What follows belongs to an exercise in optimizing a design on an open flow for small area, a short achievable clock period and few clock cycles per item; a production flow would make more cautious choices. In this exercise RTL edits were held to simulation tests only and were not proved equivalent to the original.

==> flow/design.v <==
package simonPkg;
	localparam int wordBits = 16;
	localparam int keyWords = 4;
	localparam int rounds = 32;
	localparam logic [61:0] zSeq =
		62'b11111010_00100101_01100001_11001101_11110100_01001010_11000011_100110;
	localparam logic [wordBits-1:0] keyConst = 16'hfffc;
endpackage
module simonTop
(
	input logic clk,
	input logic nR,
	input logic newData,
	input logic newKey,
	input logic readData,
	input logic [31:0] inData,
	input logic [7:0] infoIn,
	input logic [7:0] countIn,
	input logic [63:0] key,
	output logic [31:0] outData,
	output logic [7:0] infoOut,
	output logic [7:0] countOut,
	output logic doneData,
	output logic keyReady
);
	function automatic logic [15:0] roundF(logic [15:0] x);
		roundF = ({x[14:0], x[15]} & {x[7:0], x[15:8]}) ^ {x[13:0], x[15:14]};
	endfunction
	function automatic logic [31:0] rounds4(logic [31:0] s, logic [63:0] kw);
		logic [15:0] a;
		logic [15:0] b;
		logic [15:0] t;
		a = s[31:16];
		b = s[15:0];
		for (int r = 0; r < 4; r++)
		begin
			t = b ^ roundF(a) ^ kw[16*r +: 16];
			b = a;
			a = t;
		end
		rounds4 = {a, b};
	endfunction
	function automatic logic [63:0] step4(logic [63:0] x, logic fwd, logic [3:0] zb);
		logic [15:0] q [8];
		logic [15:0] p;
		logic [15:0] o;
		logic [15:0] t;
		for (int i = 0; i < 4; i++)
		begin
			q[i] = x[16*i +: 16];
		end
		for (int i = 0; i < 4; i++)
		begin
			p = fwd ? q[i+3] : q[i+1];
			o = fwd ? q[i+1] : q[i+3];
			t = {p[2:0], p[15:3]} ^ o;
			q[i+4] = q[i] ^ t ^ {t[0], t[15:1]} ^ simonPkg::keyConst ^ {15'b0, zb[i]};
		end
		step4 = {q[7], q[6], q[5], q[4]};
	endfunction
	function automatic logic [63:0] revWords(logic [63:0] x);
		revWords = {x[15:0], x[31:16], x[47:32], x[63:48]};
	endfunction
	logic prevData;
	logic prevKey;
	logic dataRise;
	logic keyRise;
	logic busy;
	logic expand;
	logic [2:0] cnt;
	logic [31:0] S;
	logic [7:0] sInfo;
	logic [7:0] sCount;
	logic [63:0] W;
	logic [63:0] K;
	logic [63:0] E;
	logic [63:0] X;
	logic [63:0] Wn;
	logic [31:0] R4;
	logic [31:0] O;
	logic [7:0] oInfo;
	logic [7:0] oCount;
	logic enc;
	logic [3:0] zb;
	logic [4:0] zi;
	logic lastCyc;
	logic finish;
	logic resInS;
	assign dataRise = newData && !prevData;
	assign keyRise = newKey && !prevKey;
	assign enc = sInfo[6];
	assign lastCyc = (cnt == 3'd7);
	assign finish = busy && lastCyc && !doneData;
	always_comb
	begin
		for (int s = 0; s < 4; s++)
		begin
			zi = 5'(4 * int'(cnt) + s);
			if (busy && !enc)
			begin
				zi = 5'(27) - zi;
			end
			zb[s] = simonPkg::zSeq[61 - int'(zi)];
		end
	end
	assign X = (busy && cnt == 3'd0) ? (enc ? K : E) : W;
	assign Wn = step4(X, !busy || enc, zb);
	assign R4 = rounds4(S, X);
	always_ff @(posedge clk or negedge nR)
	begin
		if (!nR)
		begin
			prevData <= 1'b0;
			resInS <= 1'b0;
			prevKey <= 1'b0;
			busy <= 1'b0;
			expand <= 1'b0;
			cnt <= '0;
			keyReady <= 1'b0;
			doneData <= 1'b0;
			resInS <= 1'b0;
		end
		else
		begin
			prevData <= newData;
			prevKey <= newKey;
			if (keyRise)
			begin
				expand <= 1'b1;
				keyReady <= 1'b0;
				cnt <= '0;
			end
			else if (expand)
			begin
				cnt <= cnt + 3'd1;
				if (cnt == 3'd6)
				begin
					expand <= 1'b0;
					keyReady <= 1'b1;
					cnt <= '0;
				end
			end
			else if (!busy)
			begin
				if (dataRise)
				begin
					busy <= 1'b1;
					cnt <= '0;
				end
			end
			else if (!lastCyc)
			begin
				cnt <= cnt + 3'd1;
			end
			else if (finish)
			begin
				busy <= 1'b0;
				resInS <= 1'b0;
				cnt <= '0;
			end
			else
			begin
				resInS <= 1'b1;
			end
			if (finish)
			begin
				doneData <= 1'b1;
			end
			else if (readData)
			begin
				doneData <= 1'b0;
			end
		end
	end
	always_ff @(posedge clk)
	begin
		if (!busy)
		begin
			S <= infoIn[6] ? inData : {inData[15:0], inData[31:16]};
			sInfo <= infoIn;
			sCount <= countIn;
		end
		else if (!resInS)
		begin
			S <= R4;
		end
		if (keyRise || !(busy || expand))
		begin
			W <= key;
		end
		else
		begin
			W <= Wn;
		end
		if (expand && cnt == 3'd0)
		begin
			K <= W;
		end
		if (expand && cnt == 3'd6)
		begin
			E <= revWords(Wn);
		end
		if (finish)
		begin
			O <= resInS ? S : R4;
			oInfo <= sInfo ^ 8'h10;
			oCount <= sCount;
		end
	end
	assign outData = oInfo[6] ? O : {O[15:0], O[31:16]};
	assign infoOut = oInfo;
	assign countOut = oCount;
endmodule
==> flow/run.sh <==
#!/bin/bash
# synth_recipe.tcl (not shown) runs the flow's synth.tcl, then flattens the netlist and writes it again
# the make line also repeats each setting of config.mk as NAME=value (left out here)
make -C /OpenROAD-flow-scripts/flow DESIGN_CONFIG=/design/flow/config.mk WORK_HOME=/design/flow/orfs CLKGATE_MAP_FILE= SYNTH_SCRIPT=/design/flow/synth_recipe.tcl finish
==> flow/config.mk <==
export PLATFORM = sky130hd
export DESIGN_NAME = simonTop
export DESIGN_NICKNAME = simonTop
export VERILOG_FILES = /design/flow/design.v
export SDC_FILE = /design/flow/constraint.sdc
export NUM_CORES = 4
export LEC_CHECK = 0
export ABC_CLOCK_PERIOD_IN_PS = 3500
export CAP_MARGIN = 20
export CORE_MARGIN = 2
export CORE_UTILIZATION = 50
export PLACE_DENSITY = 0.6
export SETUP_SLACK_MARGIN = 3
export SLEW_MARGIN = 20
==> flow/constraint.sdc <==
create_clock -name core_clock -period 7.0 [get_ports {clk}]
set_input_delay 1.4000 -clock core_clock [delete_from_list [all_inputs] [get_ports {clk}]]
set_output_delay 1.4000 -clock core_clock [all_outputs]
set_load 0.01 [all_outputs]
==> results of run 1 <==
-- synthesized netlist by cell type, drive strengths merged, types with 2 or more instances --
cell     instances  area [µm²]
a22oi            2       15.01
nand2b           5       31.28
or3              4       25.02
xnor2          367        3259
nor2           147       551.8
nand2          227       854.6
a222oi           3       30.03
inv             21       81.33
o21a             2       15.01
o22ai           11       68.82
a211oi          13       97.59
nand3            3       15.01
o211ai           6       50.05
xor3            10       240.2
and2             6       37.54
ha              14       175.2
a21o             2       15.01
xor2           124        1131
a221oi           4       52.56
edfxtp         192        5766
clkbuf          36       135.1
a21oi           88       455.4
a31oi            2       33.78
buf             47       291.5
mux2            81       919.6
and4b            2       20.02
nor2b            7       43.79
and3b            4       35.03
nor3b            2       15.01
o21ai           89       456.7
a2bb2oi          3       26.28
xnor3           35       792.0
dfrtp           10       250.2
o221ai           8       70.07
dfxtp           96        1922
mux2i          155        1690
nor3             6       30.03
o211a            2       20.02
and3             2       12.51
-- flip-flops by register name, summed over array words and instances (netlist names) --
name / flops
E: 64
K: 64
W: 64
O: 32
S: 32
oCount: 8
oInfo: 8
sCount: 8
sInfo: 8
cnt: 3
busy: 1
doneData: 1
expand: 1
keyReady: 1
prevData: 1
prevKey: 1
resInS: 1
-- path summary, 6_finish.rpt --
kind                                           from                   to  slack (ns)
min in group asynchronous                        nR     busy$_DFFE_PN0P_        1.21
worst min register to register  sCount[5]$_DFFE_PN_  oCount[5]$_DFFE_PP_        0.42
worst max-delay path             cnt[1]$_DFFE_PN0P_        W[62]$_DFF_P_        1.99
worst max register to register   cnt[1]$_DFFE_PN0P_        W[62]$_DFF_P_        1.99
max in group asynchronous                        nR   cnt[2]$_DFFE_PN0P_        5.36
worst min-delay path            sCount[5]$_DFFE_PN_  oCount[5]$_DFFE_PP_        0.42
-- cell families after synthesis --
group                      count (synthesis)  share of synthesized area [%]
xor gates and xnor gates                 536                          27.31
and+or+nand+nor                          417                          8.520
muxes                                    237                          13.26
buffers and inverters                    104                          2.559
AOI/OAI and AO/OA                        242                          7.386
adders and majority gates                 15                         0.9831
DFF                                      298                          39.98
-- through the flow --
stage | setup WS [ns] | hold slack (ns) | std cells | instance area [µm²]
2_1_floorplan | 2.102 | 0.4003 | 1849 | 20150
3_3_place_gp | 0.7027 | 0.4003 | 2516 | 22420
3_5_place_dp | 0.7118 | 0.4045 | 2516 | 22420
4_1_cts | 2.092 | 0.4180 | 2745 | 26640
5_1_grt | 1.909 | 0.4233 | 2827 | 28190
6_report | 1.990 | 0.4175 | 2829 | 28190
-- layout make-up --
type                            instances  area share [%]
Multi-Input combinational cell       1449           48.66
Sequential cell                       298           28.19
Timing Repair Buffer                  476           16.34
Clock buffer                           47           3.373
Tap cell                              518           2.299
Clock inverter                         17          0.7234
Inverter                               21          0.3728
Timing Repair inverter                  1         0.03107
Antenna cell                            2         0.01775
-- routing by layer --
metal	up-vias	global-route usage [%]	share of wire [%]
met2	999	55.24	44
met5	-	0	0
met3	300	8.022	9.9
met1	7983	45.66	39
met4	0	20.36	6.9
li1	7218	-	-
-- timing repair --
item | 4_1_cts | 5_1_grt
setup buffers | 158 | 82
resized for setup | 289 | 142
setup endpoints to repair | 162 | 100
cloned | 7 | 0
endpoints found under the hold margin | 0 | 0
pin swaps | 79 | 80
==> run notes, run 1 <==
routed vias=16500; Final HPWL DP=51290 µm; R2R cell count=21; slowest cell on the critical path=xor3_2; port buffer count=166; gr ovfl total=0; Routed Antenna Nets=0; CP startpoint kind=flip-flop; Post-synth ARST share=3.356%; critical path, cell by cell=inv_2 > ha_4 > buf_4 > nand3b_4 > buf_12 > buf_12 > a211oi_1 > a221o_1 > xnor3_2 > buf_6 > xor3_2 > xnor2_2 > mux2i_4 > xnor2_2 > xnor2_2 > buf_4 > xor2_1 > mux2i_2 > xnor2_1 > xnor2_1 > mux2_2; Worst-path clk slew=0.07 ns; max-capacitance violation count=0; FMAX=199.6 MHz; share of layout cells above drive strength 1=33.78%; WL final=75530 µm; RSZ-0062 raised after global routing=yes; htree depth=2; TritonCTS Buffers=35; post-route clock period utilization=71.58%; area of the multi-input gates=13720 µm²; hold-critical path depth=0; register area=7948 µm²; Syn Nets=1981; WP data arrival=5.49 ns; worst slew pin tran=1.191 ns; post-route minimum period=5.010 ns; Layout area overhead=42.00%; DRT iter0 DRCs=1720; DR pass1 iterations=8; clock latency (worst-skew pair)=0.58 ns; commonest non-fill, non-tap cell in the layout=xnor2_1; Clock Sinks=298; Seq cells post-synth=298; Tot GR Track Use=35.48%; Layout Utilization=72.44%; Cell Area, Synth=19850 µm²; CP most frequent cell=xnor2_2; endpoints failing setup=0; vias in the first global route=16005; prevailing post-synth register cell=edfxtp_1; fill cell count=2717; Buf/Inv on CP=6; setup TNS=0 ns; CP max FO=7; EDFF count, synth=192; CP Depth=21; Gate Count Post-Synth=1849; critical path type=flip-flop to flip-flop; Avg Cell Area, Syn=10.74 µm²; Max Root-Sink Buffers=3; Min-Delay Path Class=flip-flop to flip-flop; Wirelength per Cell=26.70 µm; core area=38920 µm²; I/O pin count=167; Final Slew Violations=0; Largest stage delay, worst path=0.43 ns; Max transition margin=20.60%; global-route wire length before repair=106100 µm; CTS tree=yes; antenna violations before repair=2; # DRC=0; vias per cell=5.832; clock root cell=clkbuf_16; Initial Util=51.02%; Worst EP required=7.48 ns; nets@finish=2414; most frequent cells in the layout=xnor2_1, buf_4, nand2_1; largest net degree at the start of global routing=72; post-synthesis sequential area ratio=39.98%; die height=203.3 µm; delay-heaviest family, CP=XOR/XNOR gates; Final Hold Viols=0; cts hold-fix bufs=0; status=no timing/DRC/antenna violations; Die Span X=203.3 µm; Setup Skew=0.03565 ns; Yosys warnings=2; # rows=72; count of distinct cell types in the synthesized netlist=69; die area=41320 µm²; CP Capture Type=flip-flop; gp weighted congestion=0.9884
Testbench counts, summed over its fixed seeds: cycles 3,656, items 384.
==> run 2: changes to the inputs <==
==> flow/config.mk (replaced) <==
export PLATFORM = sky130hd
export DESIGN_NAME = simonTop
export DESIGN_NICKNAME = simonTop
export VERILOG_FILES = /design/flow/design.v
export SDC_FILE = /design/flow/constraint.sdc
export NUM_CORES = 4
export LEC_CHECK = 0
export CAP_MARGIN = 20
export CORE_MARGIN = 2
export CORE_UTILIZATION = 25
export PLACE_DENSITY = 0.35
export SLEW_MARGIN = 20
==> run notes, run 2 <==
TritonCTS Buffers=40 (+14%); I/O pin count=167 (unchanged); RSZ-0062 raised after global routing=no; r2r setup slk=0.25 ns (-1.74 ns); fill cell count=8139 (+200%); critical path type=flip-flop to flip-flop; Post-CTS Resized=0 (-100%); Setup Skew=0.03298 ns (-0.002665 ns); Max transition margin=24.05% (+3.4 points); Gate Count Post-Synth=1849 (unchanged); count leader, synth=xnor2_1; Layout area overhead=24.61%; post-synthesis sequential area ratio=39.98% (unchanged); Tot GR Track Use=19.99% (-15 points); Max Root-Sink Buffers=3 (unchanged); number of diodes=0 (-2); post-route minimum period=6.748 ns (+1.738 ns); port buffer count=166 (unchanged); global-route wire length before repair=115900 µm (+9.3%); core area=78740 µm² (+100%); Largest regs=E x64, K x64, W x64; Final Hold Viols=0 (unchanged); antenna violations before repair=1 (-1); clock root cell=clkbuf_16; most frequent cells after synthesis=xnor2_1, nand2_1, edfxtp_1; most frequent cells in the layout=xnor2_1, nand2_1, edfxtp_1; Post-synth ARST share=3.356% (unchanged); Min-Delay Path Class=flip-flop to flip-flop; count of distinct cell types in the synthesized netlist=69 (unchanged); die height=285.8 µm (+41%); gr ovfl total=0 (unchanged); Initial Util=25.21% (-26 points); Synth top area share=29.04% (unchanged); CP max FO=24 (+17); Seq cells post-synth=298 (unchanged); fin cells=3189 (+13%); routed vias=14475 (-12%); final setup margin=0.2518 ns (-1.738 ns); Worst-path clk slew=0.06 ns (about the same); FMAX=148.2 MHz (-26%); DR pass1 iterations=6 (-2); cts hold-fix bufs=0 (unchanged); # Post-CTS Setup Buffers=0 (-100%); Worst EP required=7.47 ns (about the same); CP startpoint kind=flip-flop; Avg Cell Area, Syn=10.74 µm² (unchanged); die area=81690 µm² (+98%); Routed Antenna Nets=0 (unchanged); WL final=82830 µm (+9.7%); Clock Sinks=298 (unchanged); DRT iter0 DRCs=894 (-48%); # rows=103 (+43%); CP Capture Type=flip-flop; R2R cell count=18 (-14%); status=no timing/DRC/antenna violations; vias per cell=4.539 (-22%); Syn Nets=1981 (unchanged); hold slack=0.4174 ns (-0.0001180 ns); # DRC=0 (unchanged); Die Span X=285.8 µm (+41%); largest net degree at the start of global routing=74 (+2.8%); Post-DP Area=23470 µm² (+4.7%); Wirelength per Cell=25.97 µm (-2.7%); EDFF count, synth=192 (unchanged); Post-Layout Inst Area=24740 µm² (-12%); htree depth=2 (unchanged); Final Slew Violations=0 (unchanged); max-capacitance violation count=0 (unchanged); prevailing post-synth register cell=edfxtp_1; nets@finish=2239 (-7.2%); synth top area cells=edfxtp_1, xnor2_1, dfxtp_1, mux2i_1, xor2_1; share of layout cells above drive strength 1=15.52% (-18 points); Layout Utilization=31.42% (-41 points); Placed Instances=3115 (+24%); clock latency (worst-skew pair)=0.60 ns (+0.02 ns); commonest non-fill, non-tap cell in the layout=xnor2_1; CTS tree=yes; gp weighted congestion=0.8846 (-11%); setup TNS=0 ns (unchanged); Yosys top cell by area=edfxtp_1; Cell Area, Synth=19850 µm² (unchanged); pre-CTS setup slack=0.2734 ns (-0.4384 ns); hold-critical path depth=0 (unchanged); vias in the first global route=14712 (-8.1%); endpoints failing setup=0 (unchanged); WP data arrival=7.21 ns (+1.72 ns); Yosys warnings=2 (unchanged); post-route clock period utilization=96.40% (+25 points); Final HPWL DP=66130 µm (+29%); worst slew pin tran=1.127 ns (-0.06366 ns)
==> run 2: path summary, 6_finish.rpt <==
check | end | start
setup / recovery | W[59]$_DFF_P_ | cnt[0]$_DFFE_PN0P_
setup reg to reg | W[59]$_DFF_P_ | cnt[0]$_DFFE_PN0P_
min in group asynchronous | doneData$_DFFE_PN0P_ | nR
hold / removal | oInfo[2]$_DFFE_PP_ | sInfo[2]$_DFFE_PN_
max in group asynchronous | busy$_DFFE_PN0P_ | nR
hold reg to reg | oInfo[2]$_DFFE_PP_ | sInfo[2]$_DFFE_PN_
==> run 2: cells by family after synthesis <==
logic type | Yosys count | synth area share, %
multiplexers | 237 | 13.26
XOR/XNOR | 536 | 27.31
AND/OR/NAND/NOR | 417 | 8.520
flip-flops | 298 | 39.98
buffers and inverters | 104 | 2.559
AO/OA/AOI/OAI | 242 | 7.386
adder cells (fa/ha/maj) | 15 | 0.9831
==> run 2: cell type report <==
type,instances,area [µm²],area share [%]
tap,1050,1314,5.310
inverter,21,81.33,0.3287
clock inverter,19,188.9,0.7637
timing repair buffer,299,2680,10.83
clock buffer,55,1077,4.354
sequential,298,7939,32.09
multi-input combinational,1447,11460,46.32
==> run 2: metal layers <==
layer | vias up | GRT usage (%) | wire length [µm]
met5 | - | 0 | 0
met4 | 0 | 4.660 | 1739
met3 | 79 | 1.794 | 2569
met2 | 298 | 34.51 | 40410
met1 | 7208 | 26.98 | 38120
li1 | 6890 | - | -
==> run 2: worst max-delay path, stage by stage (launching register included) <==
cell,delay (ns)
dfrtp_1,0.54
inv_1,0.32
ha_1,0.51
and3b_2,0.31
buf_4,0.43
mux2i_4,0.66
mux2i_1,0.23
xor2_2,0.46
xor3_2,0.55
xnor2_1,0.32
xor2_1,0.12
and3_1,0.24
o21ai_0,0.20
a31oi_2,0.15
xnor2_1,0.69
xor2_1,0.29
mux2i_4,0.12
xnor2_1,0.18
mux2_2,0.28

port drivers added, routing unchanged:
No port has a modelled driver above. Below, the same layouts with a new extraction and two added sets of constraints. Step 1 sets driving cells, clkbuf_16 on the clock port and buf_2 on the other inputs (assumed; they add their load-dependent delay and slew). Step 2 also shifts input and output timing later by t, the mid clock arrival at the registers, as if the neighbouring blocks saw the same clock. Slacks: ideal / step 1 / step 2; pairs: ideal / step 1.
run | shift t [ns] | setup WS [ns] | worst hold slack (ns) | worst data-port slew with drivers (ns)
run 1 | 0.625 | 1.990 / 1.990 / 1.990 | 0.417 / 0.417 / 0.417 | 0.09
run 2 | 0.641 | 0.252 / 0.252 / 0.252 | 0.417 / 0.417 / 0.417 | 0.06
After both steps setup and hold are still met in every run listed.
